Background: an optimization exercise with open tools, aiming at small area and a short achievable clock period. Do not read the settings as production practice.
The RTL was checked by simulation tests, not by an equivalence proof against the original design.

<file path="flow/flow/run.sh">
#!/bin/bash
set -euo pipefail
bash standard.sh synth > synth.log 2>&1
bash standard.sh SETUP_SLACK_MARGIN=10.3 "BUFFER_PORTS_ARGS=-buffer_cell sky130_fd_sc_hd__buf_1" finish > layout.log 2>&1
</file>
<file path="flow/design.v">
module fft16_pt #(
  parameter int DW = 24,
  parameter int TW = 14,
  parameter int IW = 16
) (
  input  logic                 clk,
  input  logic                 rst,
  input  logic signed [IW-1:0] din_r,
  input  logic signed [IW-1:0] din_i,
  output logic signed [DW-1:0] x1_r,
  output logic signed [DW-1:0] x1_c,
  output logic signed [DW-1:0] x2_r,
  output logic signed [DW-1:0] x2_c,
  output logic signed [DW-1:0] y1_r,
  output logic signed [DW-1:0] y1_c,
  output logic signed [DW-1:0] y2_r,
  output logic signed [DW-1:0] y2_c,
  output logic signed [TW-1:0] ra1_r,
  output logic signed [TW-1:0] ra1_c,
  output logic signed [DW-1:0] z1_r,
  output logic signed [DW-1:0] z1_c,
  output logic signed [DW-1:0] z2_r,
  output logic signed [DW-1:0] z2_c
);
  localparam int SW = 21;    
  localparam int LW = 20;    
  localparam int OW = 20;    
  localparam int PW = 23;    
  logic [5:0] c;
  always_ff @(posedge clk) begin
    if (rst) c <= 6'd0;
    else if (c != 6'd56) c <= c + 6'd1;
  end
  logic ld, cmp, outp;
  assign ld   = (c < 6'd16);
  assign cmp  = (c >= 6'd16) && (c < 6'd48);
  assign outp = (c >= 6'd48) && (c < 6'd56);
  logic signed [LW-1:0] tr [8], ti [8], lr [8], li [8];
  logic signed [SW-1:0] z1r_v, z1i_v, z2r_v, z2i_v;    
  logic [4:0] b;         
  assign b = 5'(c - 6'd16);
  logic [2:0] n8;        
  assign n8 = c[2:0];
  logic tx7, tx6, tx4;   
  assign tx7 = cmp && (b[4:3] == 2'd1) && !b[0];
  assign tx6 = cmp && (b[4:3] == 2'd2) && !b[1];
  assign tx4 = cmp && (b[4:3] == 2'd3) && !b[2];
  logic ins_l0, ins_t5, ins_l3;
  assign ins_t5 = ld && (n8 == 3'd1 || n8 == 3'd3);
  assign ins_l3 = ld && (n8 == 3'd4 || n8 == 3'd6);
  assign ins_l0 = ld && !(n8 == 3'd1 || n8 == 3'd3 || n8 == 3'd4 || n8 == 3'd6);
  logic signed [LW-1:0] dr, di;
  assign dr = LW'(din_r);
  assign di = LW'(din_i);
  logic s3;
  assign s3 = cmp && (b[4:3] == 2'd3);
  always_ff @(posedge clk) begin
    tr[0] <= ld ? lr[7] : (s3 ? tr[7] : LW'(z1r_v));
    ti[0] <= ld ? li[7] : (s3 ? ti[7] : LW'(z1i_v));
    tr[1] <= tr[0]; ti[1] <= ti[0];
    tr[2] <= tr[1]; ti[2] <= ti[1];
    tr[3] <= tr[2]; ti[3] <= ti[2];
    tr[4] <= tx4 ? lr[7] : tr[3];
    ti[4] <= tx4 ? li[7] : ti[3];
    tr[5] <= ins_t5 ? dr : tr[4];
    ti[5] <= ins_t5 ? di : ti[4];
    tr[6] <= tx6 ? lr[7] : tr[5];
    ti[6] <= tx6 ? li[7] : ti[5];
    tr[7] <= tx7 ? lr[7] : tr[6];
    ti[7] <= tx7 ? li[7] : ti[6];
    lr[0] <= ins_l0 ? dr : (ld ? tr[7] : (s3 ? bxr : LW'(z2r_v)));
    li[0] <= ins_l0 ? di : (ld ? ti[7] : (s3 ? bxi : LW'(z2i_v)));
    lr[1] <= lr[0]; li[1] <= li[0];
    lr[2] <= lr[1]; li[2] <= li[1];
    lr[3] <= ins_l3 ? dr : lr[2];
    li[3] <= ins_l3 ? di : li[2];
    lr[4] <= lr[3]; li[4] <= li[3];
    lr[5] <= lr[4]; li[5] <= li[4];
    lr[6] <= lr[5]; li[6] <= li[5];
    lr[7] <= lr[6]; li[7] <= li[6];
  end
  function automatic logic [2:0] tw_m(input logic [5:0] bi);
    case (bi[5:3])
      3'd0: tw_m = 3'd0;
      3'd1: tw_m = {bi[0], 2'b00};
      3'd2: tw_m = {bi[1:0], 1'b0};
      default: tw_m = bi[2:0];
    endcase
  endfunction
  logic [5:0] c_nx;
  assign c_nx = (c == 6'd56) ? c : c + 6'd1;
  logic [5:0] bb_nx;     
  assign bb_nx = c_nx - 6'd14;
  logic [2:0] mr_nx;
  assign mr_nx = tw_m(bb_nx);
  logic [7:0] sl_nx;     
  always_comb begin
    case (mr_nx)
      3'd0: sl_nx = 8'b0010_1000;
      3'd1: sl_nx = 8'b0010_1001;
      3'd2: sl_nx = 8'b0010_1001;
      3'd3: sl_nx = 8'b1000_0110;
      3'd4: sl_nx = 8'b1000_0110;
      3'd5: sl_nx = 8'b1001_0111;
      3'd6: sl_nx = 8'b1001_0111;
      default: sl_nx = 8'b0110_1101;
    endcase
  end
  logic bt_nx;           
  always_comb begin
    case (bb_nx[5:3])
      3'd1: bt_nx = !bb_nx[0];
      3'd2: bt_nx = !bb_nx[1];
      3'd3: bt_nx = !bb_nx[2];
      default: bt_nx = 1'b0;
    endcase
  end
  logic rd_odd, rd_sq2;
  logic rp_v, rp_n, rq_v, rq_n, ip_v, ip_n, iq_v, iq_n;
  always_ff @(posedge clk) begin
    rd_odd <= mr_nx[0];
    rd_sq2 <= (mr_nx == 3'd2) || (mr_nx == 3'd6);
    {rp_v, rp_n, rq_v, rq_n, ip_v, ip_n, iq_v, iq_n} <= sl_nx;
  end
  logic m_odd, m_sq2;
  assign m_odd = rd_odd;
  assign m_sq2 = rd_sq2;
  logic rs_l5, rs_t4, rs_t3, rs_t1;
  always_ff @(posedge clk) begin
    rs_l5 <= !bt_nx;
    rs_t4 <= bt_nx && (bb_nx[5:3] == 3'd1);
    rs_t3 <= bt_nx && (bb_nx[5:3] == 3'd2);
    rs_t1 <= bt_nx && (bb_nx[5:3] == 3'd3);
  end
  logic signed [OW-1:0] bsr, bsi;
  assign bsr = ({OW{rs_l5}} & OW'(lr[5])) | ({OW{rs_t4}} & OW'(tr[4]))
             | ({OW{rs_t3}} & OW'(tr[3])) | ({OW{rs_t1}} & OW'(tr[1]));
  assign bsi = ({OW{rs_l5}} & OW'(li[5])) | ({OW{rs_t4}} & OW'(ti[4]))
             | ({OW{rs_t3}} & OW'(ti[3])) | ({OW{rs_t1}} & OW'(ti[1]));
  function automatic logic [PW-1:0] sel_p(input logic [OW-1:0] u, input logic [OW-1:0] v,
      input logic p_v, input logic p_n, input logic q_v, input logic q_n,
      input logic odd, input logic sq2);
    logic signed [OW-1:0] pt, qt;
    logic signed [PW-1:0] a, c;
    pt = (p_v ? v : u) ^ {OW{p_n}};
    qt = (q_v ? v : u) ^ {OW{q_n}};
    a  = odd ? {pt, 3'b000} : {{3{pt[OW-1]}}, pt};
    c  = odd ? ~{{3{qt[OW-1]}}, qt} : (sq2 ? {{3{qt[OW-1]}}, qt} : {PW{1'b0}});
    sel_p = a + c + {{(PW-1){1'b0}}, odd};
  endfunction
  logic [PW-1:0] pop_r, pop_i;
  logic [OW-1:0] qop_r, qop_i;
  logic k_odd, k_sq2, k_rpn, k_rqn, k_ipn, k_iqn;
  always_ff @(posedge clk) begin
    pop_r <= sel_p(bsr, bsi, rp_v, rp_n, rq_v, rq_n, m_odd, m_sq2);
    pop_i <= sel_p(bsr, bsi, ip_v, ip_n, iq_v, iq_n, m_odd, m_sq2);
    qop_r <= ((rq_v ? bsi : bsr) ^ {OW{rq_n}});
    qop_i <= ((iq_v ? bsi : bsr) ^ {OW{iq_n}});
    k_odd <= m_odd;
    k_sq2 <= m_sq2;
    k_rpn <= rp_n; k_rqn <= rq_n; k_ipn <= ip_n; k_iqn <= iq_n;
  end
  logic [OW-1:0] xsr, xcr, xsi, xci;
  logic          xcir, xcii;
  fft16_pt_rot u_rot_r (.p(pop_r), .q(qop_r), .odd(k_odd), .sq2(k_sq2), .pn(k_rpn), .qn(k_rqn),
                        .ps(xsr), .pc(xcr), .pci(xcir));
  fft16_pt_rot u_rot_i (.p(pop_i), .q(qop_i), .odd(k_odd), .sq2(k_sq2), .pn(k_ipn), .qn(k_iqn),
                        .ps(xsi), .pc(xci), .pci(xcii));
  logic [OW-1:0] pqs_r, pqc_r, pqs_i, pqc_i;
  logic          pqci_r, pqci_i;
  always_ff @(posedge clk) begin
    pqs_r <= xsr; pqc_r <= xcr; pqci_r <= xcir;
    pqs_i <= xsi; pqc_i <= xci; pqci_i <= xcii;
  end
  logic signed [OW-1:0] pq_r, pq_i;
  logic [OW:0] pq_rw, pq_iw;
  assign pq_rw = {pqs_r, 1'b1} + {pqc_r, pqci_r};
  assign pq_iw = {pqs_i, 1'b1} + {pqc_i, pqci_i};
  assign pq_r = pq_rw[OW:1];
  assign pq_i = pq_iw[OW:1];
  logic bt2;
  always_comb begin
    case (b[4:3])
      2'd1: bt2 = !b[0];
      2'd2: bt2 = !b[1];
      2'd3: bt2 = !b[2];
      default: bt2 = 1'b0;
    endcase
  end
  logic signed [OW-1:0] bxr, bxi;
  always_comb begin
    if (!bt2) begin
      bxr = OW'(lr[7]); bxi = OW'(li[7]);
    end else begin
      case (b[4:3])
        2'd1: begin bxr = OW'(tr[6]); bxi = OW'(ti[6]); end
        2'd2: begin bxr = OW'(tr[5]); bxi = OW'(ti[5]); end
        default: begin bxr = OW'(tr[3]); bxi = OW'(ti[3]); end
      endcase
    end
  end
  logic signed [OW-1:0] ar, ai;
  assign ar = tr[7];
  assign ai = ti[7];
  assign z1r_v = SW'(ar) + SW'(pq_r);
  assign z1i_v = SW'(ai) + SW'(pq_i);
  assign z2r_v = SW'(ar) - SW'(pq_r);
  assign z2i_v = SW'(ai) - SW'(pq_i);
  logic [2:0] mb;
  assign mb = tw_m({1'b0, b});
  logic signed [TW-1:0] wr, wi;
  always_comb begin
    case (mb)
      3'd0: begin wr =  14'sd4096; wi =  14'sd0;    end
      3'd1: begin wr =  14'sd3784; wi = -14'sd1567; end
      3'd2: begin wr =  14'sd2896; wi = -14'sd2896; end
      3'd3: begin wr =  14'sd1567; wi = -14'sd3784; end
      3'd4: begin wr =  14'sd0;    wi = -14'sd4096; end
      3'd5: begin wr = -14'sd1567; wi = -14'sd3784; end
      3'd6: begin wr = -14'sd2896; wi = -14'sd2896; end
      default: begin wr = -14'sd3784; wi = -14'sd1567; end
    endcase
  end
  logic signed [OW-1:0] x1r_q, x1i_q, x2r_q, x2i_q, y1r_q, y1i_q, y2r_q, y2i_q;
  logic signed [SW-1:0] z1r_q, z1i_q, z2r_q, z2i_q;
  logic signed [TW-1:0] war_q, wai_q;
  always_ff @(posedge clk) begin
    if (rst || !cmp) begin
      x1r_q <= '0; x1i_q <= '0; x2r_q <= '0; x2i_q <= '0;
      y1r_q <= '0; y1i_q <= '0; y2r_q <= '0; y2i_q <= '0;
      war_q <= '0; wai_q <= '0;
    end else begin
      x1r_q <= ar; x1i_q <= ai; x2r_q <= bxr; x2i_q <= bxi;
      y1r_q <= pq_r; y1i_q <= pq_i; y2r_q <= -pq_r; y2i_q <= -pq_i;
      war_q <= wr; wai_q <= wi;
    end
  end
  always_ff @(posedge clk) begin
    if (rst || ld) begin
      z1r_q <= '0; z1i_q <= '0; z2r_q <= '0; z2i_q <= '0;
    end else if (cmp || outp) begin
      z1r_q <= z1r_v; z1i_q <= z1i_v; z2r_q <= z2r_v; z2i_q <= z2i_v;
    end
  end
  assign x1_r = DW'(x1r_q); assign x1_c = DW'(x1i_q);
  assign x2_r = DW'(x2r_q); assign x2_c = DW'(x2i_q);
  assign y1_r = DW'(y1r_q); assign y1_c = DW'(y1i_q);
  assign y2_r = DW'(y2r_q); assign y2_c = DW'(y2i_q);
  assign ra1_r = war_q; assign ra1_c = wai_q;
  assign z1_r = DW'(z1r_q); assign z1_c = DW'(z1i_q);
  assign z2_r = DW'(z2r_q); assign z2_c = DW'(z2i_q);
endmodule
module fft16_pt_rot (
  input  logic [22:0] p,
  input  logic [19:0] q,
  input  logic        odd,
  input  logic        sq2,
  input  logic        pn,
  input  logic        qn,
  output logic [19:0] ps,
  output logic [19:0] pc,
  output logic        pci
);
  logic [31:0] sa, sb;
  wire w1 = (odd & p[0]);
  wire w2 = ((odd & ~sq2 & ~pn & qn) | (odd & ~sq2 & pn & qn));
  wire w3 = (odd & p[1]);
  wire w4 = ((odd & ~sq2 & ~pn & qn) | (odd & ~sq2 & pn & qn));
  wire w5 = (odd & p[2]);
  wire w6 = ((odd & ~sq2 & ~pn & qn) | (odd & ~sq2 & pn & qn));
  wire w7 = (odd & ~p[0]);
  wire w8 = (odd & p[3]);
  wire w9 = (odd & ~q[0]);
  wire w10 = ((odd & ~sq2 & ~pn & qn) | (odd & ~sq2 & pn & ~qn));
  wire w11 = (odd & ~p[1]);
  wire w12 = (odd & p[4]);
  wire w13 = (sq2 & p[0]);
  wire w14 = (odd & ~q[1]);
  wire w15 = ((~odd & sq2 & ~pn & qn) | (~odd & sq2 & pn & ~qn) | (odd & ~sq2 & ~pn & ~qn) | (odd & ~sq2 & pn & ~qn) | (odd & ~sq2 & pn & qn));
  wire w16 = (odd & ~p[0]);
  wire w17 = (odd & ~p[2]);
  wire w18 = (odd & p[5]);
  wire w19 = (sq2 & p[1]);
  wire w20 = (odd & ~q[2]);
  wire w21 = ((~odd & sq2 & pn & qn) | (odd & ~sq2 & ~pn & ~qn) | (odd & ~sq2 & pn & ~qn));
  wire w22 = (odd & ~p[1]);
  wire w23 = (odd & ~p[3]);
  wire w24 = ((odd & p[6]) | (sq2 & p[0]));
  wire w25 = (sq2 & p[2]);
  wire w26 = (odd & ~q[3]);
  wire w27 = ((~odd & sq2 & ~pn & qn) | (~odd & sq2 & pn & ~qn) | (odd & ~sq2 & ~pn & qn) | (odd & ~sq2 & pn & ~qn));
  wire w28 = (odd & ~p[2]);
  wire w29 = (odd & ~p[4]);
  wire w30 = ((odd & p[7]) | (sq2 & p[1]));
  wire w31 = (sq2 & p[3]);
  wire w32 = (odd & ~q[4]);
  wire w33 = ((~odd & sq2 & pn & qn) | (odd & ~sq2 & pn & ~qn));
  wire w34 = (odd & ~p[3]);
  wire w35 = ((odd & ~p[5]) | (sq2 & ~p[0]));
  wire w36 = ((odd & p[8]) | (sq2 & p[2]));
  wire w37 = (sq2 & p[4]);
  wire w38 = (odd & ~q[5]);
  wire w39 = ((~odd & sq2 & ~pn & ~qn) | (~odd & sq2 & pn & qn) | (odd & ~sq2 & pn & qn));
  wire w40 = (odd & p[0]);
  wire w41 = (odd & ~p[4]);
  wire w42 = ((odd & ~p[6]) | (sq2 & ~p[1]));
  wire w43 = ((odd & p[9]) | (sq2 & p[3]));
  wire w44 = (sq2 & p[5]);
  wire w45 = (odd & ~q[6]);
  wire w46 = ((~odd & sq2 & pn & qn) | (odd & ~sq2 & ~pn & qn) | (odd & ~sq2 & pn & ~qn));
  wire w47 = (odd & p[1]);
  wire w48 = ((odd & ~p[5]) | (sq2 & ~p[0]));
  wire w49 = ((odd & ~p[7]) | (sq2 & ~p[2]));
  wire w50 = ((odd & p[10]) | (sq2 & p[4]));
  wire w51 = (sq2 & p[6]);
  wire w52 = (odd & ~q[7]);
  wire w53 = ((~odd & sq2 & ~pn & ~qn) | (odd & ~sq2 & ~pn & qn) | (odd & ~sq2 & pn & ~qn) | (odd & ~sq2 & pn & qn));
  wire w54 = (odd & p[2]);
  wire w55 = ((odd & ~p[6]) | (sq2 & ~p[1]));
  wire w56 = ((odd & ~p[8]) | (sq2 & ~p[3]));
  wire w57 = ((odd & p[11]) | (sq2 & p[5]));
  wire w58 = ((odd & q[0]) | (sq2 & p[7]));
  wire w59 = (odd & ~q[8]);
  wire w60 = ((~odd & sq2 & pn & qn) | (odd & ~sq2 & pn & ~qn));
  wire w61 = ((odd & p[3]) | (~odd & p[0]));
  wire w62 = ((odd & ~p[7]) | (sq2 & ~p[2]));
  wire w63 = ((odd & ~p[9]) | (sq2 & ~p[4]));
  wire w64 = ((odd & p[12]) | (sq2 & p[6]));
  wire w65 = ((odd & q[1]) | (sq2 & p[8]));
  wire w66 = (odd & ~q[9]);
  wire w67 = ((~odd & ~sq2 & pn & ~qn) | (~odd & ~sq2 & pn & qn) | (~odd & sq2 & ~pn & qn) | (~odd & sq2 & pn & ~qn) | (~odd & sq2 & pn & qn) | (odd & ~sq2 & pn & qn));
  wire w68 = ((odd & p[4]) | (~odd & p[1]));
  wire w69 = ((odd & ~p[8]) | (sq2 & ~p[3]));
  wire w70 = ((odd & ~p[10]) | (sq2 & ~p[5]));
  wire w71 = ((odd & p[13]) | (sq2 & p[7]));
  wire w72 = ((odd & q[2]) | (sq2 & p[9]));
  wire w73 = (odd & ~q[10]);
  wire w74 = ((odd & p[5]) | (~odd & p[2]));
  wire w75 = ((odd & ~p[9]) | (sq2 & ~p[4]));
  wire w76 = ((odd & ~p[11]) | (sq2 & ~p[6]));
  wire w77 = ((odd & p[14]) | (sq2 & p[8]));
  wire w78 = ((odd & q[3]) | (sq2 & p[10]));
  wire w79 = (odd & ~q[11]);
  wire w80 = ((odd & p[6]) | (~odd & p[3]));
  wire w81 = ((odd & ~p[10]) | (sq2 & ~p[5]));
  wire w82 = ((odd & ~p[12]) | (sq2 & ~p[7]));
  wire w83 = ((odd & p[15]) | (sq2 & p[9]));
  wire w84 = ((odd & q[4]) | (sq2 & p[11]));
  wire w85 = (odd & ~q[12]);
  wire w86 = ((odd & p[7]) | (~odd & p[4]));
  wire w87 = ((odd & ~p[11]) | (sq2 & ~p[6]));
  wire w88 = ((odd & ~p[13]) | (sq2 & ~p[8]));
  wire w89 = ((odd & p[16]) | (sq2 & p[10]));
  wire w90 = ((odd & q[5]) | (sq2 & p[12]));
  wire w91 = (odd & ~q[13]);
  wire w92 = ((odd & p[8]) | (~odd & p[5]));
  wire w93 = ((odd & ~p[12]) | (sq2 & ~p[7]));
  wire w94 = ((odd & ~p[14]) | (sq2 & ~p[9]));
  wire w95 = ((odd & p[17]) | (sq2 & p[11]));
  wire w96 = ((odd & q[6]) | (sq2 & p[13]));
  wire w97 = (odd & ~q[14]);
  wire w98 = ((odd & p[9]) | (~odd & p[6]));
  wire w99 = ((odd & ~p[13]) | (sq2 & ~p[8]));
  wire w100 = ((odd & ~p[15]) | (sq2 & ~p[10]));
  wire w101 = ((odd & p[18]) | (sq2 & p[12]));
  wire w102 = ((odd & q[7]) | (sq2 & p[14]));
  wire w103 = (odd & ~q[15]);
  wire w104 = ((odd & p[10]) | (~odd & p[7]));
  wire w105 = ((odd & ~p[14]) | (sq2 & ~p[9]));
  wire w106 = ((odd & ~p[16]) | (sq2 & ~p[11]));
  wire w107 = ((odd & p[19]) | (sq2 & p[13]));
  wire w108 = ((odd & q[8]) | (sq2 & p[15]));
  wire w109 = (odd & ~q[16]);
  wire w110 = ((odd & p[11]) | (~odd & p[8]));
  wire w111 = ((odd & ~p[15]) | (sq2 & ~p[10]));
  wire w112 = ((odd & ~p[17]) | (sq2 & ~p[12]));
  wire w113 = ((odd & p[20]) | (sq2 & p[14]));
  wire w114 = ((odd & q[9]) | (sq2 & p[16]));
  wire w115 = (odd & ~q[17]);
  wire w116 = ((odd & p[12]) | (~odd & p[9]));
  wire w117 = ((odd & ~p[16]) | (sq2 & ~p[11]));
  wire w118 = ((odd & ~p[18]) | (sq2 & ~p[13]));
  wire w119 = ((odd & p[21]) | (sq2 & p[15]));
  wire w120 = ((odd & q[10]) | (sq2 & p[17]));
  wire w121 = (odd & ~q[18]);
  wire w122 = ((odd & p[13]) | (~odd & p[10]));
  wire w123 = ((odd & ~p[17]) | (sq2 & ~p[12]));
  wire w124 = ((odd & ~p[19]) | (sq2 & ~p[14]));
  wire w125 = ((odd & ~p[22]) | (sq2 & p[16]));
  wire w126 = ((odd & q[11]) | (sq2 & p[18]));
  wire w127 = (odd & q[19]);
  wire w128 = ((odd & p[14]) | (~odd & p[11]));
  wire w129 = ((odd & ~p[18]) | (sq2 & ~p[13]));
  wire w130 = ((odd & ~p[20]) | (sq2 & ~p[15]));
  wire w131 = (sq2 & p[17]);
  wire w132 = ((odd & q[12]) | (sq2 & p[19]));
  wire w133 = ((odd & ~sq2 & ~pn & ~qn) | (odd & ~sq2 & ~pn & qn) | (odd & ~sq2 & pn & ~qn) | (odd & ~sq2 & pn & qn));
  wire w134 = ((odd & p[15]) | (~odd & p[12]));
  wire w135 = ((odd & ~p[19]) | (sq2 & ~p[14]));
  wire w136 = ((odd & ~p[21]) | (sq2 & ~p[16]));
  wire w137 = (sq2 & p[18]);
  wire w138 = ((odd & q[13]) | (sq2 & p[20]));
  wire w139 = ((odd & ~sq2 & ~pn & ~qn) | (odd & ~sq2 & ~pn & qn) | (odd & ~sq2 & pn & ~qn) | (odd & ~sq2 & pn & qn));
  wire w140 = ((odd & p[16]) | (~odd & p[13]));
  wire w141 = ((odd & ~p[20]) | (sq2 & ~p[15]));
  wire w142 = ((odd & p[22]) | (sq2 & ~p[17]));
  wire w143 = (sq2 & p[19]);
  wire w144 = ((odd & q[14]) | (sq2 & p[21]));
  wire w145 = ((odd & p[17]) | (~odd & p[14]));
  wire w146 = ((odd & ~p[21]) | (sq2 & ~p[16]));
  wire w147 = (sq2 & ~p[18]);
  wire w148 = (sq2 & p[20]);
  wire w149 = ((odd & q[15]) | (sq2 & ~p[22]));
  wire w150 = ((~odd & sq2 & ~pn & ~qn) | (~odd & sq2 & ~pn & qn) | (~odd & sq2 & pn & ~qn) | (~odd & sq2 & pn & qn) | (odd & ~sq2 & ~pn & ~qn) | (odd & ~sq2 & ~pn & qn) | (odd & ~sq2 & pn & ~qn) | (odd & ~sq2 & pn & qn));
  wire w151 = ((odd & p[18]) | (~odd & p[15]));
  wire w152 = ((odd & p[22]) | (sq2 & ~p[17]));
  wire w153 = (sq2 & ~p[19]);
  wire w154 = (sq2 & p[21]);
  wire w155 = (odd & q[16]);
  wire w156 = ((~odd & sq2 & ~pn & ~qn) | (~odd & sq2 & ~pn & qn) | (~odd & sq2 & pn & ~qn) | (~odd & sq2 & pn & qn));
  wire w157 = ((odd & p[19]) | (~odd & p[16]));
  wire w158 = (sq2 & ~p[18]);
  wire w159 = (sq2 & ~p[20]);
  wire w160 = (sq2 & ~p[22]);
  wire w161 = (odd & q[17]);
  wire w162 = ((odd & ~sq2 & ~pn & ~qn) | (odd & ~sq2 & ~pn & qn) | (odd & ~sq2 & pn & ~qn) | (odd & ~sq2 & pn & qn));
  wire w163 = ((odd & p[20]) | (~odd & p[17]));
  wire w164 = (sq2 & ~p[19]);
  wire w165 = (sq2 & ~p[21]);
  wire w166 = (odd & q[18]);
  wire w167 = ((~odd & sq2 & ~pn & ~qn) | (~odd & sq2 & ~pn & qn) | (~odd & sq2 & pn & ~qn) | (~odd & sq2 & pn & qn) | (odd & ~sq2 & ~pn & ~qn) | (odd & ~sq2 & ~pn & qn) | (odd & ~sq2 & pn & ~qn) | (odd & ~sq2 & pn & qn));
  wire w168 = ((odd & p[21]) | (~odd & p[18]));
  wire w169 = (sq2 & ~p[20]);
  wire w170 = (sq2 & p[22]);
  wire w171 = (odd & ~q[19]);
  wire w172 = ((odd & ~p[22]) | (~odd & p[19]));
  wire w173 = (sq2 & ~p[21]);
  wire w174 = ((~odd & sq2 & ~pn & ~qn) | (~odd & sq2 & ~pn & qn) | (~odd & sq2 & pn & ~qn) | (~odd & sq2 & pn & qn));
  wire w175 = w40 ^ w41;
  wire w176 = w40 & w41;
  wire w177 = w47 ^ w48 ^ w49;
  wire w178 = (w47 & w48) | (w47 & w49) | (w48 & w49);
  wire w179 = w54 ^ w55 ^ w56;
  wire w180 = (w54 & w55) | (w54 & w56) | (w55 & w56);
  wire w181 = w61 ^ w62 ^ w63;
  wire w182 = (w61 & w62) | (w61 & w63) | (w62 & w63);
  wire w183 = w68 ^ w69;
  wire w184 = w68 & w69;
  wire w185 = w74 ^ w75;
  wire w186 = w74 & w75;
  wire w187 = w80 ^ w81;
  wire w188 = w80 & w81;
  wire w189 = w86 ^ w87;
  wire w190 = w86 & w87;
  wire w191 = w92 ^ w93;
  wire w192 = w92 & w93;
  wire w193 = w98 ^ w99;
  wire w194 = w98 & w99;
  wire w195 = w104 ^ w105;
  wire w196 = w104 & w105;
  wire w197 = w110 ^ w111;
  wire w198 = w110 & w111;
  wire w199 = w116 ^ w117;
  wire w200 = w116 & w117;
  wire w201 = w122 ^ w123;
  wire w202 = w122 & w123;
  wire w203 = w128 ^ w129;
  wire w204 = w128 & w129;
  wire w205 = w134 ^ w135;
  wire w206 = w134 & w135;
  wire w207 = w11 ^ w12;
  wire w208 = w11 & w12;
  wire w209 = w16 ^ w17 ^ w18;
  wire w210 = (w16 & w17) | (w16 & w18) | (w17 & w18);
  wire w211 = w19 ^ w20;
  wire w212 = w19 & w20;
  wire w213 = w22 ^ w23 ^ w24;
  wire w214 = (w22 & w23) | (w22 & w24) | (w23 & w24);
  wire w215 = w25 ^ w26 ^ w27;
  wire w216 = (w25 & w26) | (w25 & w27) | (w26 & w27);
  wire w217 = w28 ^ w29 ^ w30;
  wire w218 = (w28 & w29) | (w28 & w30) | (w29 & w30);
  wire w219 = w31 ^ w32 ^ w33;
  wire w220 = (w31 & w32) | (w31 & w33) | (w32 & w33);
  wire w221 = w34 ^ w35 ^ w36;
  wire w222 = (w34 & w35) | (w34 & w36) | (w35 & w36);
  wire w223 = w37 ^ w38 ^ w39;
  wire w224 = (w37 & w38) | (w37 & w39) | (w38 & w39);
  wire w225 = w42 ^ w43 ^ w44;
  wire w226 = (w42 & w43) | (w42 & w44) | (w43 & w44);
  wire w227 = w45 ^ w46 ^ w175;
  wire w228 = (w45 & w46) | (w45 & w175) | (w46 & w175);
  wire w229 = w50 ^ w51 ^ w52;
  wire w230 = (w50 & w51) | (w50 & w52) | (w51 & w52);
  wire w231 = w53 ^ w177 ^ w176;
  wire w232 = (w53 & w177) | (w53 & w176) | (w177 & w176);
  wire w233 = w57 ^ w58 ^ w59;
  wire w234 = (w57 & w58) | (w57 & w59) | (w58 & w59);
  wire w235 = w60 ^ w179 ^ w178;
  wire w236 = (w60 & w179) | (w60 & w178) | (w179 & w178);
  wire w237 = w64 ^ w65 ^ w66;
  wire w238 = (w64 & w65) | (w64 & w66) | (w65 & w66);
  wire w239 = w67 ^ w181 ^ w180;
  wire w240 = (w67 & w181) | (w67 & w180) | (w181 & w180);
  wire w241 = w70 ^ w71 ^ w72;
  wire w242 = (w70 & w71) | (w70 & w72) | (w71 & w72);
  wire w243 = w73 ^ w183 ^ w182;
  wire w244 = (w73 & w183) | (w73 & w182) | (w183 & w182);
  wire w245 = w76 ^ w77 ^ w78;
  wire w246 = (w76 & w77) | (w76 & w78) | (w77 & w78);
  wire w247 = w79 ^ w185 ^ w184;
  wire w248 = (w79 & w185) | (w79 & w184) | (w185 & w184);
  wire w249 = w82 ^ w83 ^ w84;
  wire w250 = (w82 & w83) | (w82 & w84) | (w83 & w84);
  wire w251 = w85 ^ w187 ^ w186;
  wire w252 = (w85 & w187) | (w85 & w186) | (w187 & w186);
  wire w253 = w88 ^ w89 ^ w90;
  wire w254 = (w88 & w89) | (w88 & w90) | (w89 & w90);
  wire w255 = w91 ^ w189 ^ w188;
  wire w256 = (w91 & w189) | (w91 & w188) | (w189 & w188);
  wire w257 = w94 ^ w95 ^ w96;
  wire w258 = (w94 & w95) | (w94 & w96) | (w95 & w96);
  wire w259 = w97 ^ w191 ^ w190;
  wire w260 = (w97 & w191) | (w97 & w190) | (w191 & w190);
  wire w261 = w100 ^ w101 ^ w102;
  wire w262 = (w100 & w101) | (w100 & w102) | (w101 & w102);
  wire w263 = w103 ^ w193 ^ w192;
  wire w264 = (w103 & w193) | (w103 & w192) | (w193 & w192);
  wire w265 = w106 ^ w107 ^ w108;
  wire w266 = (w106 & w107) | (w106 & w108) | (w107 & w108);
  wire w267 = w109 ^ w195 ^ w194;
  wire w268 = (w109 & w195) | (w109 & w194) | (w195 & w194);
  wire w269 = w112 ^ w113 ^ w114;
  wire w270 = (w112 & w113) | (w112 & w114) | (w113 & w114);
  wire w271 = w115 ^ w197 ^ w196;
  wire w272 = (w115 & w197) | (w115 & w196) | (w197 & w196);
  wire w273 = w118 ^ w119 ^ w120;
  wire w274 = (w118 & w119) | (w118 & w120) | (w119 & w120);
  wire w275 = w121 ^ w199 ^ w198;
  wire w276 = (w121 & w199) | (w121 & w198) | (w199 & w198);
  wire w277 = w124 ^ w125 ^ w126;
  wire w278 = (w124 & w125) | (w124 & w126) | (w125 & w126);
  wire w279 = w127 ^ w201 ^ w200;
  wire w280 = (w127 & w201) | (w127 & w200) | (w201 & w200);
  wire w281 = w130 ^ w131 ^ w132;
  wire w282 = (w130 & w131) | (w130 & w132) | (w131 & w132);
  wire w283 = w133 ^ w203 ^ w202;
  wire w284 = (w133 & w203) | (w133 & w202) | (w203 & w202);
  wire w285 = w136 ^ w137 ^ w138;
  wire w286 = (w136 & w137) | (w136 & w138) | (w137 & w138);
  wire w287 = w139 ^ w205 ^ w204;
  wire w288 = (w139 & w205) | (w139 & w204) | (w205 & w204);
  wire w289 = w140 ^ w141 ^ w142;
  wire w290 = (w140 & w141) | (w140 & w142) | (w141 & w142);
  wire w291 = w143 ^ w144 ^ w206;
  wire w292 = (w143 & w144) | (w143 & w206) | (w144 & w206);
  wire w293 = w145 ^ w146 ^ w147;
  wire w294 = (w145 & w146) | (w145 & w147) | (w146 & w147);
  wire w295 = w148 ^ w149 ^ w150;
  wire w296 = (w148 & w149) | (w148 & w150) | (w149 & w150);
  wire w297 = w151 ^ w152 ^ w153;
  wire w298 = (w151 & w152) | (w151 & w153) | (w152 & w153);
  wire w299 = w154 ^ w155 ^ w156;
  wire w300 = (w154 & w155) | (w154 & w156) | (w155 & w156);
  wire w301 = w157 ^ w158 ^ w159;
  wire w302 = (w157 & w158) | (w157 & w159) | (w158 & w159);
  wire w303 = w160 ^ w161 ^ w162;
  wire w304 = (w160 & w161) | (w160 & w162) | (w161 & w162);
  wire w305 = w163 ^ w164 ^ w165;
  wire w306 = (w163 & w164) | (w163 & w165) | (w164 & w165);
  wire w307 = w166 ^ w167;
  wire w308 = w166 & w167;
  wire w309 = w168 ^ w169 ^ w170;
  wire w310 = (w168 & w169) | (w168 & w170) | (w169 & w170);
  wire w311 = w7 ^ w8;
  wire w312 = w7 & w8;
  wire w313 = w13 ^ w14 ^ w15;
  wire w314 = (w13 & w14) | (w13 & w15) | (w14 & w15);
  wire w315 = w21 ^ w209 ^ w211;
  wire w316 = (w21 & w209) | (w21 & w211) | (w209 & w211);
  wire w317 = w213 ^ w215 ^ w210;
  wire w318 = (w213 & w215) | (w213 & w210) | (w215 & w210);
  wire w319 = w217 ^ w219 ^ w214;
  wire w320 = (w217 & w219) | (w217 & w214) | (w219 & w214);
  wire w321 = w221 ^ w223 ^ w218;
  wire w322 = (w221 & w223) | (w221 & w218) | (w223 & w218);
  wire w323 = w225 ^ w227 ^ w222;
  wire w324 = (w225 & w227) | (w225 & w222) | (w227 & w222);
  wire w325 = w229 ^ w231 ^ w226;
  wire w326 = (w229 & w231) | (w229 & w226) | (w231 & w226);
  wire w327 = w233 ^ w235 ^ w230;
  wire w328 = (w233 & w235) | (w233 & w230) | (w235 & w230);
  wire w329 = w237 ^ w239 ^ w234;
  wire w330 = (w237 & w239) | (w237 & w234) | (w239 & w234);
  wire w331 = w241 ^ w243 ^ w238;
  wire w332 = (w241 & w243) | (w241 & w238) | (w243 & w238);
  wire w333 = w245 ^ w247 ^ w242;
  wire w334 = (w245 & w247) | (w245 & w242) | (w247 & w242);
  wire w335 = w249 ^ w251 ^ w246;
  wire w336 = (w249 & w251) | (w249 & w246) | (w251 & w246);
  wire w337 = w253 ^ w255 ^ w250;
  wire w338 = (w253 & w255) | (w253 & w250) | (w255 & w250);
  wire w339 = w257 ^ w259 ^ w254;
  wire w340 = (w257 & w259) | (w257 & w254) | (w259 & w254);
  wire w341 = w261 ^ w263 ^ w258;
  wire w342 = (w261 & w263) | (w261 & w258) | (w263 & w258);
  wire w343 = w265 ^ w267 ^ w262;
  wire w344 = (w265 & w267) | (w265 & w262) | (w267 & w262);
  wire w345 = w269 ^ w271 ^ w266;
  wire w346 = (w269 & w271) | (w269 & w266) | (w271 & w266);
  wire w347 = w273 ^ w275 ^ w270;
  wire w348 = (w273 & w275) | (w273 & w270) | (w275 & w270);
  wire w349 = w277 ^ w279 ^ w274;
  wire w350 = (w277 & w279) | (w277 & w274) | (w279 & w274);
  wire w351 = w281 ^ w283 ^ w278;
  wire w352 = (w281 & w283) | (w281 & w278) | (w283 & w278);
  wire w353 = w285 ^ w287 ^ w282;
  wire w354 = (w285 & w287) | (w285 & w282) | (w287 & w282);
  wire w355 = w289 ^ w291 ^ w286;
  wire w356 = (w289 & w291) | (w289 & w286) | (w291 & w286);
  wire w357 = w293 ^ w295 ^ w290;
  wire w358 = (w293 & w295) | (w293 & w290) | (w295 & w290);
  wire w359 = w297 ^ w299 ^ w294;
  wire w360 = (w297 & w299) | (w297 & w294) | (w299 & w294);
  wire w361 = w301 ^ w303 ^ w298;
  wire w362 = (w301 & w303) | (w301 & w298) | (w303 & w298);
  wire w363 = w305 ^ w307 ^ w302;
  wire w364 = (w305 & w307) | (w305 & w302) | (w307 & w302);
  wire w365 = w171 ^ w309 ^ w306;
  wire w366 = (w171 & w309) | (w171 & w306) | (w309 & w306);
  wire w367 = w172 ^ w173 ^ w174;
  wire w368 = (w172 & w173) | (w172 & w174) | (w173 & w174);
  wire w369 = w9 ^ w10;
  wire w370 = w9 & w10;
  wire w371 = w207 ^ w313 ^ w312;
  wire w372 = (w207 & w313) | (w207 & w312) | (w313 & w312);
  wire w373 = w208 ^ w315 ^ w314;
  wire w374 = (w208 & w315) | (w208 & w314) | (w315 & w314);
  wire w375 = w212 ^ w317 ^ w316;
  wire w376 = (w212 & w317) | (w212 & w316) | (w317 & w316);
  wire w377 = w216 ^ w319 ^ w318;
  wire w378 = (w216 & w319) | (w216 & w318) | (w319 & w318);
  wire w379 = w220 ^ w321 ^ w320;
  wire w380 = (w220 & w321) | (w220 & w320) | (w321 & w320);
  wire w381 = w224 ^ w323 ^ w322;
  wire w382 = (w224 & w323) | (w224 & w322) | (w323 & w322);
  wire w383 = w228 ^ w325 ^ w324;
  wire w384 = (w228 & w325) | (w228 & w324) | (w325 & w324);
  wire w385 = w232 ^ w327 ^ w326;
  wire w386 = (w232 & w327) | (w232 & w326) | (w327 & w326);
  wire w387 = w236 ^ w329 ^ w328;
  wire w388 = (w236 & w329) | (w236 & w328) | (w329 & w328);
  wire w389 = w240 ^ w331 ^ w330;
  wire w390 = (w240 & w331) | (w240 & w330) | (w331 & w330);
  wire w391 = w244 ^ w333 ^ w332;
  wire w392 = (w244 & w333) | (w244 & w332) | (w333 & w332);
  wire w393 = w248 ^ w335 ^ w334;
  wire w394 = (w248 & w335) | (w248 & w334) | (w335 & w334);
  wire w395 = w252 ^ w337 ^ w336;
  wire w396 = (w252 & w337) | (w252 & w336) | (w337 & w336);
  wire w397 = w256 ^ w339 ^ w338;
  wire w398 = (w256 & w339) | (w256 & w338) | (w339 & w338);
  wire w399 = w260 ^ w341 ^ w340;
  wire w400 = (w260 & w341) | (w260 & w340) | (w341 & w340);
  wire w401 = w264 ^ w343 ^ w342;
  wire w402 = (w264 & w343) | (w264 & w342) | (w343 & w342);
  wire w403 = w268 ^ w345 ^ w344;
  wire w404 = (w268 & w345) | (w268 & w344) | (w345 & w344);
  wire w405 = w272 ^ w347 ^ w346;
  wire w406 = (w272 & w347) | (w272 & w346) | (w347 & w346);
  wire w407 = w276 ^ w349 ^ w348;
  wire w408 = (w276 & w349) | (w276 & w348) | (w349 & w348);
  wire w409 = w280 ^ w351 ^ w350;
  wire w410 = (w280 & w351) | (w280 & w350) | (w351 & w350);
  wire w411 = w284 ^ w353 ^ w352;
  wire w412 = (w284 & w353) | (w284 & w352) | (w353 & w352);
  wire w413 = w288 ^ w355 ^ w354;
  wire w414 = (w288 & w355) | (w288 & w354) | (w355 & w354);
  wire w415 = w292 ^ w357 ^ w356;
  wire w416 = (w292 & w357) | (w292 & w356) | (w357 & w356);
  wire w417 = w296 ^ w359 ^ w358;
  wire w418 = (w296 & w359) | (w296 & w358) | (w359 & w358);
  wire w419 = w300 ^ w361 ^ w360;
  wire w420 = (w300 & w361) | (w300 & w360) | (w361 & w360);
  wire w421 = w304 ^ w363 ^ w362;
  wire w422 = (w304 & w363) | (w304 & w362) | (w363 & w362);
  wire w423 = w308 ^ w365 ^ w364;
  wire w424 = (w308 & w365) | (w308 & w364) | (w365 & w364);
  wire w425 = w310 ^ w367 ^ w366;
  wire w426 = (w310 & w367) | (w310 & w366) | (w367 & w366);
  assign sa = {w425, w423, w421, w419, w417, w415, w413, w411, w409, w407, w405, w403, w401, w399, w397, w395, w393, w391, w389, w387, w385, w383, w381, w379, w377, w375, w373, w371, w311, w5, w3, w1};
  assign sb = {w424, w422, w420, w418, w416, w414, w412, w410, w408, w406, w404, w402, w400, w398, w396, w394, w392, w390, w388, w386, w384, w382, w380, w378, w376, w374, w372, w370, w369, w6, w4, w2};
  logic [12:0] lo;
  assign lo  = {1'b0, sa[11:0]} + {1'b0, sb[11:0]};
  assign ps  = sa[31:12];
  assign pc  = sb[31:12];
  assign pci = lo[12];
endmodule
</file>
<file path="flow/standard.sh">
#!/bin/bash
# synth_recipe.tcl (not shown) runs the flow's synth.tcl, then flattens the netlist and writes it again
# the make line also repeats each setting of config.mk as NAME=value (left out here)
make -C /OpenROAD-flow-scripts/flow DESIGN_CONFIG=/design/flow/config.mk WORK_HOME=/design/flow/orfs CLKGATE_MAP_FILE= SYNTH_SCRIPT=/design/flow/synth_recipe.tcl "${@:-finish}"
</file>
<file path="flow/constraint.sdc">
create_clock -name core_clock -period 15.0 [get_ports {clk}]
set_input_delay 3.0000 -clock core_clock [delete_from_list [all_inputs] [get_ports {clk}]]
set_output_delay 3.0000 -clock core_clock [all_outputs]
set_load 0.01 [all_outputs]
</file>
<file path="flow/config.mk">
export PLATFORM = sky130hd
export DESIGN_NAME = fft16_pt
export DESIGN_NICKNAME = fft16_pt
export VERILOG_FILES = /design/flow/design.v
export SDC_FILE = /design/flow/constraint.sdc
export NUM_CORES = 4
export LEC_CHECK = 0
export CAP_MARGIN = 20
export CORE_MARGIN = 2
export CORE_UTILIZATION = 60
export CTS_CLUSTER_DIAMETER = 100
export CTS_CLUSTER_SIZE = 27
export PLACE_DENSITY = 0.68
export SLEW_MARGIN = 20
</file>
==> results.cfg, run 1 <==
[place]
detailed_place_hpwl_mm = 124
gp_congestion = 0.972
io_buffers = 346
pre_cts_slack_ps = 9580

[global_route]
grt_max_degree = 100
via_count_of_the_first_global_routing_pass = 37601
globalRoute.totalOverflow = 0
grt_first_pass_wirelength_mm = 242
antenna_found_initial = 4
grt_usage = 0.383

[timing]
finalSetupViolCount = 0
report.final.slew_viol_count = 0
fin_setup_tns_ps = 0
finalCriticalPeriod_ps = 4560
fmaxAchievable_mhz = 219
clock_skew_ps = 78.3
rsz0062_at_grt = true
worst_path_setup_slack_after_routing_ps = 10440
report.final.hold_viol_count = 0
worstMarginPinSlew_ps = 1040
slew-limit-headroom = 0.300
final_min_period_over_clock_period = 0.304

[yosys]
yosysUniqueCellTypes = 95
seq_cells_post_synth = 1091
synthesis.instances = 5167
syn-mean-instance-area_sq_um = 9.65
synth-edff-count = 0
synth_async_sr_flop_share = 0
yosys_warnings = 5
syn_area_sq_um = 49900
ys_dominant_reg_cell = sky130_fd_sc_hd__dfxtp_1
synth_sequential_area_ratio = 0.438

[flow_run]
maxCapViolations = 0

[detailed_routing]
routed_wirelength_mm = 167
detail_route.iter0.violations = 3491
remaining_design_rule_violation_count = 0
vias_per_cell = 5.98
topRoutingLayerUsed = met4
vias = 38386
drt_pre_antenna_iters = 5
detail_route.wl_per_cell_um = 26.0
dr_wl_met3_mm = 12.3
met2_wirelength_mm = 76.8
m1WireLength_mm = 64.3
route.antenna.remaining_nets = 0

[cells_and_area]
drive_gt1_frac = 0.0861
fillCellCount = 6833
layout_area_growth_over_synthesis_pct = 8.30
number_of_nets_in_the_final_layout = 5817

[worst_setup_path]
timing.critical_path.to_type = register
crit_fanout = 84
timing.reg2reg.worst_path_depth = 17
worstReg2RegEnd = z1i_q[20]
reg2reg_slack_ps = 10480
r2r-start = pqci_i
cp.arrival_ps = 5140
worst-endpoint-required_ps = 15580
crit_type = input port to register
critPathLaunchType = input port

[floorplanning]
top_level_ports = 350
die_width_um = 292
initial_core_util = 0.607
die_height_um = 292
dieArea_sq_um = 85400
design.core.area_sq_um = 82100
row_count = 105

[clock_tree]
clkTransAtPathRegs_ps = 110
clk_latency_ps = 690
max-clock-path-buffers = 3
total_cts_buffers = 48
tritoncts_clock_tree = done
cts_max_level = 2
clock_sink_count = 1091
root_buffer = sky130_fd_sc_hd__clkbuf_16

[min_path]
min-delay-path-class = register to register
holdCritStartpoint = li[3][15]
min_to = li[4][15]
worst_hold_path_cell_count = 0

[run_status]
run_status = timing/DRC/antenna clean
logic make-up (layout without fill, tap and decap cells):
kind of cell | count (synthesis) | in the layout | share of synthesized area
compound gates | 1020 | 1020 | 0.131
xor+xnor | 263 | 263 | 0.0471
fa+ha+maj | 450 | 450 | 0.146
buf+inv | 721 | 894 | 0.0587
flops | 1091 | 1091 | 0.438
mux | 263 | 263 | 0.0570
other cells | 1 | 6 | 0.0000752
simple gates | 1358 | 1359 | 0.122
area by class of cell:
| cell class | instances | area (sq um) | share of cell area |
|---|---|---|---|
| clock inverters | 9 | 180 | 0.00334 |
| multi-input cells | 3358 | 25800 | 0.478 |
| inverters | 405 | 1520 | 0.0282 |
| well taps | 1070 | 1340 | 0.0248 |
| flip-flops and latches | 1091 | 21900 | 0.405 |
| clock buffers | 51 | 1210 | 0.0225 |
| repair buffers | 429 | 2040 | 0.0378 |
| diodes | 3 | 7.51 | 0.000139 |
cell usage after synthesis, drive strengths merged (10+ instances only):
| library cell | n | area share |
|---|---|---|
| nand2b | 52 | 0.0065 |
| a21oi | 296 | 0.030 |
| and3 | 22 | 0.0028 |
| and2 | 75 | 0.0094 |
| ha | 228 | 0.057 |
| a21o | 53 | 0.0080 |
| o31ai | 11 | 0.0018 |
| o22ai | 46 | 0.0058 |
| o21bai | 25 | 0.0038 |
| nor2 | 433 | 0.033 |
| o211ai | 14 | 0.0021 |
| a22oi | 154 | 0.023 |
| nand2 | 512 | 0.039 |
| o21ai | 218 | 0.022 |
| nand3 | 78 | 0.0078 |
| nor4 | 12 | 0.0018 |
| or2 | 10 | 0.0013 |
| buf | 94 | 0.011 |
| inv | 401 | 0.030 |
| clkbuf | 222 | 0.017 |
| nand4 | 13 | 0.0020 |
| a211oi | 54 | 0.0081 |
| mux2i | 95 | 0.019 |
| fa | 222 | 0.089 |
| nor3 | 67 | 0.0071 |
| xnor2 | 190 | 0.034 |
| xor2 | 73 | 0.013 |
| o21a | 23 | 0.0035 |
| dfxtp | 1091 | 0.44 |
| a31oi | 22 | 0.0031 |
| or3 | 15 | 0.0019 |
| nor2b | 39 | 0.0050 |
| mux2 | 168 | 0.038 |
| a221oi | 22 | 0.0040 |
worst max-delay path by stage:
stage                     slack, ps  depth (start not counted)         to  startpoint
after global placement         9590                         16  z1i_q[20]      pqci_i
after floorplan               10460                         20  pop_r[22]       rs_l5
after detailed placement       9580                          6  y2r_q[18]         rst
after CTS                     10250                         17  z1i_q[20]      pqci_i
after global routing          10240                         17  z1i_q[20]    pqs_i[0]
final                         10440                          6  y2r_q[18]         rst
worst max-delay path: stages:
cell	delay, ps
sky130_fd_sc_hd__buf_1	70
sky130_fd_sc_hd__buf_4	260
sky130_fd_sc_hd__nand2b_4	620
sky130_fd_sc_hd__buf_6	600
sky130_fd_sc_hd__nor2_1	120
sky130_fd_sc_hd__mux2_1	320
timing repair:
| item | 4_1_cts | 5_1_grt |
|---|---|---|
| setup endpoints to repair | 74 | 69 |
| hold buffers | 0 | 0 |
| resized for setup | 50 | 94 |
| cloned | 0 | 1 |
| pin swaps | 5 | 20 |
| setup buffers | 11 | 17 |
state kept, by name (all words and copies together) (netlist names), 20 cells and up:
register and count:
z2r_q 20, z2i_q 20, tr 160, lr 160
y1i_q 20, qop_i 20, z1i_q 21, qop_r 20
pqs_r 20, ti 160, pop_i 23, z1r_q 21
y1r_q 20, pqc_r 20, x1i_q 20, pop_r 23
x2i_q 20, x1r_q 20, pqs_i 20, li 160
x2r_q 20, pqc_i 20
placed cells by master, fill, tap and decap left out, types with 17 or more instances in the layout:
| cell | n |
|---|---|
| sky130_fd_sc_hd__dfxtp_1 | 1086 |
| sky130_fd_sc_hd__nand2_1 | 508 |
| sky130_fd_sc_hd__nor2_1 | 433 |
| sky130_fd_sc_hd__inv_1 | 398 |
| sky130_fd_sc_hd__buf_1 | 346 |
| sky130_fd_sc_hd__a21oi_1 | 290 |
| sky130_fd_sc_hd__fa_1 | 220 |
| sky130_fd_sc_hd__ha_1 | 216 |
| sky130_fd_sc_hd__o21ai_0 | 190 |
| sky130_fd_sc_hd__xnor2_1 | 170 |
| sky130_fd_sc_hd__mux2_2 | 165 |
| sky130_fd_sc_hd__a22oi_1 | 150 |
| sky130_fd_sc_hd__mux2i_1 | 94 |
| sky130_fd_sc_hd__nand3_1 | 76 |
| sky130_fd_sc_hd__and2_1 | 74 |
| sky130_fd_sc_hd__buf_4 | 71 |
| sky130_fd_sc_hd__xor2_1 | 65 |
| sky130_fd_sc_hd__nor3_1 | 63 |
| sky130_fd_sc_hd__a21o_1 | 51 |
| sky130_fd_sc_hd__nand2b_1 | 51 |
| sky130_fd_sc_hd__a211oi_1 | 50 |
| sky130_fd_sc_hd__clkbuf_16 | 48 |
| sky130_fd_sc_hd__o22ai_1 | 44 |
| sky130_fd_sc_hd__nor2b_1 | 35 |
| sky130_fd_sc_hd__o21a_1 | 23 |
| sky130_fd_sc_hd__o21bai_1 | 22 |
| sky130_fd_sc_hd__o21ai_1 | 21 |
| sky130_fd_sc_hd__and3_1 | 21 |
| sky130_fd_sc_hd__a221oi_1 | 18 |
| sky130_fd_sc_hd__a31oi_1 | 17 |
metal layers:
| layer | vias up | GRT usage |
|---|---|---|
| li1 | 17498 | - |
| met1 | 18675 | 0.474 |
| met2 | 1767 | 0.623 |
| met3 | 446 | 0.0560 |
| met4 | 0 | 0.258 |
| met5 | - | 0 |
per-stage QoR:
step / instances / util / hold WS, ps / instance area [sq um]
2_1_floorplan: 5169 / - / 310 / 49900
3_3_place_gp: 6324 / 0.629 / 310 / 51600
3_5_place_dp: 6324 / 0.629 / 312 / 51600
4_1_cts: 6395 / 0.651 / 302 / 53400
5_1_grt: 6414 / 0.657 / 308 / 54000
6_report: 6416 / 0.657 / 284 / 54000
==> run 2, diff against run 1 <==
--- a/flow/config.mk
+++ b/flow/config.mk
@@ -10,5 +10,5 @@
 export CORE_UTILIZATION = 60
 export CTS_CLUSTER_DIAMETER = 100
 export CTS_CLUSTER_SIZE = 27
-export PLACE_DENSITY = 0.68
+export PLACE_DENSITY = 0.75
 export SLEW_MARGIN = 20
==> results.cfg, run 2 <==
[worst_setup_path]
worst_path_max_delay_cell = sky130_fd_sc_hd__nor2_1
worst-endpoint-required_ps = 15620
crit_type = register to register
critical_path_depth = 14
crit_fanout = 5
critPathLaunchType = register
cells_along_the_critical_path = ha_1, o21ai_1, o21ai_0, a21oi_2, xnor2_2, inv_2, ha_1, or3_1, nand2b_1, o2111ai_1, a21oi_2, nor2_1, nand2_1, a21oi_1
timing.reg2reg.worst_path_depth = 14
timing.critical_path.max_delay_family = simple AND/OR/NAND/NOR gates
timing.critical_path.to_type = register
cpPeakStageDelay_ps = 710
cp.buffers_inverters = 1
cp.arrival_ps = 5340

[timing]
fmaxAchievable_mhz = 212
report.final.slew_viol_count = 0
report.final.hold_viol_count = 0
rsz0062_at_grt = true
worstMarginPinSlew_ps = 1230
clock_skew_ps = 95.6
fin_setup_tns_ps = 0
finalSetupViolCount = 0
final_min_period_over_clock_period = 0.315
slew-limit-headroom = 0.173
finalCriticalPeriod_ps = 4720

[place]
gp_congestion = 1.01
detailed_place_hpwl_mm = 122
cells_after_dpl = 6327
io_buffers = 346

[floorplanning]
initial_core_util = 0.607
design.core.area_sq_um = 82100
dieArea_sq_um = 85400
die_width_um = 292
top_level_ports = 350
row_count = 105
die_height_um = 292

[cells_and_area]
final_common_cell = sky130_fd_sc_hd__dfxtp_1
sequential_cell_area_sq_um = 21900
layout_area_growth_over_synthesis_pct = 8.49
area_used_by_multi_input_combinational_logic_sq_um = 25900
fillCellCount = 6617
fin_util = 0.659
most-common-layout-cells = sky130_fd_sc_hd__dfxtp_1 (1,087), sky130_fd_sc_hd__nand2_1 (509), sky130_fd_sc_hd__nor2_1 (432), sky130_fd_sc_hd__inv_1 (396), sky130_fd_sc_hd__buf_1 (345)
fin_cells = 6418
number_of_nets_in_the_final_layout = 5816
drive_gt1_frac = 0.0891

[clock_tree]
total_cts_buffers = 49
cts.hold.buffers_added = 0
clk_latency_ps = 710
root_buffer = sky130_fd_sc_hd__clkbuf_16
clock_sink_count = 1091
cts_max_level = 2
max-clock-path-buffers = 3
tritoncts_clock_tree = done
clkTransAtPathRegs_ps = 100

[detailed_routing]
routed_wirelength_mm = 166
drt_pre_antenna_iters = 7
route.antenna.remaining_nets = 0
detail_route.iter0.violations = 4478
vias_per_cell = 6.06
detail_route.wl_per_cell_um = 25.8
remaining_design_rule_violation_count = 0
vias = 38910

[yosys]
seq_cells_post_synth = 1091
syn_area_sq_um = 49900
synth_async_sr_flop_share = 0
ys_dominant_reg_cell = sky130_fd_sc_hd__dfxtp_1
synth_sequential_area_ratio = 0.438
yosys_warnings = 5
syn-mean-instance-area_sq_um = 9.65
synth_top_area_frac = 0.438
yosysUniqueCellTypes = 95
synthesis.instances = 5167
synth_top_cells_by_count = sky130_fd_sc_hd__dfxtp_1 (1,091), sky130_fd_sc_hd__nand2_1 (512), sky130_fd_sc_hd__nor2_1 (433), sky130_fd_sc_hd__inv_1 (399), sky130_fd_sc_hd__a21oi_1 (294)
ys_top_cells_by_area = sky130_fd_sc_hd__dfxtp_1 (44%), sky130_fd_sc_hd__fa_1 (8.9%), sky130_fd_sc_hd__ha_1 (5.7%)
synthMostInstantiatedCell = sky130_fd_sc_hd__dfxtp_1
synth_area_leader_cell = sky130_fd_sc_hd__dfxtp_1
synth-edff-count = 0

[min_path]
min-delay-path-class = register to register
worst_hold_path_cell_count = 0

[global_route]
antenna_found_initial = 3
globalRoute.totalOverflow = 0
grt_max_degree = 96
grt_first_pass_wirelength_mm = 240
grt_usage = 0.379
via_count_of_the_first_global_routing_pass = 37696

[run_status]
run_status = timing/DRC/antenna clean

[flow_run]
maxCapViolations = 0
-- run 2: cell types whose count changed in the layout (fill, tap and decap cells not counted), moves of 3 or more --
cell	delta
sky130_fd_sc_hd__ha_2	-5
sky130_fd_sc_hd__a21oi_1	-4
sky130_fd_sc_hd__o21ai_2	+4
sky130_fd_sc_hd__o21ai_0	-5
sky130_fd_sc_hd__buf_12	-3
sky130_fd_sc_hd__buf_4	-3
sky130_fd_sc_hd__ha_4	+3
sky130_fd_sc_hd__xor2_4	-3
sky130_fd_sc_hd__inv_4	+3
sky130_fd_sc_hd__a21oi_2	+5
-- run 2: kinds of logic (layout without fill, tap and decap cells) --
group,Yosys count,after routing,share of synthesized area
simple gates,1358,1360,0.122
flops,1091,1091,0.438
compound gates,1020,1020,0.131
buf+inv,721,894,0.0587
fa+ha+maj,450,450,0.146
xor+xnor,263,263,0.0471
mux,263,263,0.0570
other cells,1,7,0.0000752
-- run 2: what timing repair did --
action,in CTS,in global routing
gates cloned,2,0
buffers inserted,6,16
gates resized for setup,62,114
endpoints found under the setup margin,81,70
pin swaps,3,21
-- run 2: area by class of cell --
cell class	count	share of cell area
tap	1070	0.0248
clock buffer	53	0.0231
antenna	4	0.000185
inverter	405	0.0282
clock inverter	10	0.00345
sequential	1091	0.404
timing repair buffer	426	0.0367
multi-input combinational	3359	0.480
-- run 2: final timing paths --
kind	start	endpoint	slack [ps]
hold reg to reg	li[6][6]	li[7][6]	280
setup reg to reg	pqc_i[1]	z2i_q[9]	10280
setup / recovery	pqc_i[1]	z2i_q[9]	10280
hold / removal	li[6][6]	li[7][6]	280
-- run 2: metrics by stage --
stage	worst slack, ps	hold WS, ps	cell area, sq um
5_1_grt	10210	291	54100
3_5_place_dp	9320	312	51700
6_report	10280	280	54100
4_1_cts	10260	287	53400
3_3_place_gp	9360	310	51700
2_1_floorplan	10460	310	49900
-- run 2: layer usage --
metal	GRT usage	vias to the layer above	share of wire
met5	0	-	0
met4	0.267	0	0.084
met3	0.0621	500	0.090
met2	0.589	2080	0.44
met1	0.484	18841	0.38
li1	-	17489	-
==> run 3, diff against run 2 <==
==> flow/flow/run.sh (replaced) <==
#!/bin/bash
set -euo pipefail
bash standard.sh synth > synth.log 2>&1
bash standard.sh SETUP_SLACK_MARGIN=10.4 "BUFFER_PORTS_ARGS=-buffer_cell sky130_fd_sc_hd__buf_1" finish > layout.log 2>&1
--- a/flow/config.mk
+++ b/flow/config.mk
@@ -10,5 +10,5 @@
 export CORE_UTILIZATION = 60
 export CTS_CLUSTER_DIAMETER = 100
 export CTS_CLUSTER_SIZE = 27
-export PLACE_DENSITY = 0.75
+export PLACE_DENSITY = 0.68
 export SLEW_MARGIN = 20
==> results.cfg, run 3 <==
[timing]
clock_skew_ps = 80.1
report.final.slew_viol_count = 0
fmaxAchievable_mhz = 219
report.final.hold_viol_count = 0
finalSetupViolCount = 0
slew-limit-headroom = 0.299
worstMarginPinSlew_ps = 1040
fin_setup_tns_ps = 0
timing.hold.ws_ps = 290
final_min_period_over_clock_period = 0.304
rsz0062_at_grt = true
finalCriticalPeriod_ps = 4570

[yosys]
seq_cells_post_synth = 1091
synth_sequential_area_ratio = 0.438
yosys_warnings = 5
ys_dominant_reg_cell = sky130_fd_sc_hd__dfxtp_1
synth_top_area_frac = 0.438
yosysUniqueCellTypes = 95
synthesis.instances = 5167
synth-edff-count = 0
synth_top_cells_by_count = sky130_fd_sc_hd__dfxtp_1 (1,091), sky130_fd_sc_hd__nand2_1 (512), sky130_fd_sc_hd__nor2_1 (433), sky130_fd_sc_hd__inv_1 (399), sky130_fd_sc_hd__a21oi_1 (294)
syn-mean-instance-area_sq_um = 9.65
synth_area_leader_cell = sky130_fd_sc_hd__dfxtp_1
syn_area_sq_um = 49900
synthMostInstantiatedCell = sky130_fd_sc_hd__dfxtp_1
synth_async_sr_flop_share = 0
ys_top_cells_by_area = sky130_fd_sc_hd__dfxtp_1 (44%), sky130_fd_sc_hd__fa_1 (8.9%), sky130_fd_sc_hd__ha_1 (5.7%)

[floorplanning]
dieArea_sq_um = 85400
initial_core_util = 0.607
die_height_um = 292
top_level_ports = 350
die_width_um = 292
row_count = 105
design.core.area_sq_um = 82100

[worst_setup_path]
cells_along_the_critical_path = buf_1, buf_4, nand2b_4, buf_6, nor2_1, mux2_1
timing.critical_path.max_delay_family = buffers and inverters
r2r-start = pqci_r
timing.reg2reg.worst_path_depth = 20
cp.buffers_inverters = 3
critPathLaunchType = input port
worst-endpoint-required_ps = 15580
reg2reg_slack_ps = 10460
cp.arrival_ps = 5150
crit_fanout = 84
worst_path_max_delay_cell = sky130_fd_sc_hd__nand2b_4
timing.critical_path.to_type = register
crit_type = input port to register
worstReg2RegEnd = z2r_q[19]
cpPeakStageDelay_ps = 630

[place]
io_buffers = 346
detailed_place_hpwl_mm = 124
gp_congestion = 0.972
cells_after_dpl = 6324
dpl-instance-area_sq_um = 51600

[clock_tree]
tritoncts_clock_tree = done
total_cts_buffers = 48
clk_latency_ps = 700
root_buffer = sky130_fd_sc_hd__clkbuf_16
clkTransAtPathRegs_ps = 110
cts_max_level = 2
clock_sink_count = 1091
max-clock-path-buffers = 3

[detailed_routing]
detail_route.wl_per_cell_um = 26.1
drt_pre_antenna_iters = 5
route.antenna.remaining_nets = 0
vias_per_cell = 5.99
vias = 38476
routed_wirelength_mm = 167
detail_route.iter0.violations = 3587
remaining_design_rule_violation_count = 0

[global_route]
grt_usage = 0.384
antenna_found_initial = 5
via_count_of_the_first_global_routing_pass = 37713
grt_first_pass_wirelength_mm = 242
globalRoute.totalOverflow = 0
grt_max_degree = 100

[cells_and_area]
fin_util = 0.660
postLayoutCellArea_sq_um = 54200
most-common-layout-cells = sky130_fd_sc_hd__dfxtp_1 (1,086), sky130_fd_sc_hd__nand2_1 (508), sky130_fd_sc_hd__nor2_1 (432), sky130_fd_sc_hd__inv_1 (398), sky130_fd_sc_hd__buf_1 (346)
number_of_nets_in_the_final_layout = 5820
layout_area_growth_over_synthesis_pct = 8.72
drive_gt1_frac = 0.0918
fin_cells = 6419
final_common_cell = sky130_fd_sc_hd__dfxtp_1

[flow_run]
maxCapViolations = 0

[min_path]
min_to = li[4][15]
worst_hold_path_cell_count = 0
min-delay-path-class = register to register
holdCritStartpoint = li[3][15]

[run_status]
run_status = timing/DRC/antenna clean
run 3: cell counts after synthesis:
Identical to the previous run, type by type.
run 3: how the worst max path moves through the flow:
stage | start | end | slack (ps) | depth (start not counted)
2_1_floorplan | rs_l5 | pop_r[22] | 10460 | 20
3_3_place_gp | pqci_i | z1i_q[20] | 9590 | 16
3_5_place_dp | rst | y2r_q[18] | 9580 | 6
4_1_cts | pqci_r | lr[0][11] | 10320 | 15
5_1_grt | rs_t1 | pop_r[21] | 10270 | 17
6_report | rst | y2r_q[18] | 10430 | 6
run 3: cells by family (layout without fill, tap and decap cells):
| group | count (synthesis) | count (layout) | share of synthesized area |
|---|---|---|---|
| flip-flops | 1091 | 1091 | 0.438 |
| multiplexers | 263 | 263 | 0.0570 |
| AND/OR/NAND/NOR | 1358 | 1359 | 0.122 |
| AO/OA/AOI/OAI | 1020 | 1020 | 0.131 |
| XOR/XNOR | 263 | 263 | 0.0471 |
| other | 1 | 6 | 0.0000752 |
| buffers and inverters | 721 | 897 | 0.0587 |
| adder cells (fa/ha/maj) | 450 | 450 | 0.146 |
run 3: per-stage QoR:
step / setup slack [ps]
2_1_floorplan: 10460
3_3_place_gp: 9590
3_5_place_dp: 9580
4_1_cts: 10320
5_1_grt: 10270
6_report: 10430
run 3: layout make-up:
type	count	area, sq um
well taps	1070	1340
diodes	3	7.51
clock inverters	9	180
inverters	405	1520
fillers	6816	27900
flip-flops and latches	1091	21900
repair buffers	432	2070
multi-input cells	3358	26000
clock buffers	51	1210
run 3: metal layers:
metal,up-vias,share of wire,global-route usage
li1,17487,-,-
met1,18706,0.38,0.474
met2,1820,0.46,0.624
met3,461,0.074,0.0566
met4,2,0.081,0.259
met5,-,0.000078,0
run 3: worst reg2reg max path, stage by stage, from the launching register on:
cell	delay (ps)
sky130_fd_sc_hd__dfxtp_1	420
sky130_fd_sc_hd__inv_1	80
sky130_fd_sc_hd__fa_2	420
sky130_fd_sc_hd__nor2b_4	170
sky130_fd_sc_hd__o31ai_4	90
sky130_fd_sc_hd__nor2b_2	190
sky130_fd_sc_hd__xnor2_2	120
sky130_fd_sc_hd__buf_4	180
sky130_fd_sc_hd__buf_4	160
sky130_fd_sc_hd__ha_2	410
sky130_fd_sc_hd__nand2b_1	120
sky130_fd_sc_hd__a221oi_4	330
sky130_fd_sc_hd__a311oi_2	100
sky130_fd_sc_hd__a31oi_1	210
sky130_fd_sc_hd__nand4_1	290
sky130_fd_sc_hd__a211oi_4	370
sky130_fd_sc_hd__o21a_1	200
sky130_fd_sc_hd__o2111ai_1	170
sky130_fd_sc_hd__xor2_1	170
sky130_fd_sc_hd__buf_4	160
sky130_fd_sc_hd__a211oi_1	190
run 3: what timing repair did:
action,4_1_cts,5_1_grt
setup buffers,16,15
gates cloned,0,1
setup endpoints to repair,87,67
gates resized for setup,67,128
pin swaps,7,25
hold buffers,0,0

re-timing with driven ports:
How much do the figures lean on ideal ports? The routed layouts below were timed once more, with nothing changed but the port constraints.
Step 1, drivers: a clkbuf_16 drives clk and a buf_2 each remaining input, both assumed.
Step 2, shift: input delay + t, output delay - t, t = (earliest + latest rising clock arrival at the registers) / 2. This alone moves slack from input paths to output paths.
Three values: ideal, step 1, step 2; two values: the first two.
| run | t (ns) | setup slack, ns | worst data-port slew with drivers (ns) | cell pins on the clock port's net |
|---|---|---|---|---|
| run 1 | 0.726 | 10.443 / 10.485 / 9.766 | 0.10 | 1 |
| run 2 | 0.740 | 10.278 / 10.278 / 9.966 | 0.16 | 1 |
| run 3 | 0.729 | 10.434 / 10.462 / 9.753 | 0.10 | 1 |
After both steps setup and hold are still met in every run listed. The setup slack of run 3, which loses most, moves by +0.028 ns with the drivers and by -0.681 ns with both steps.
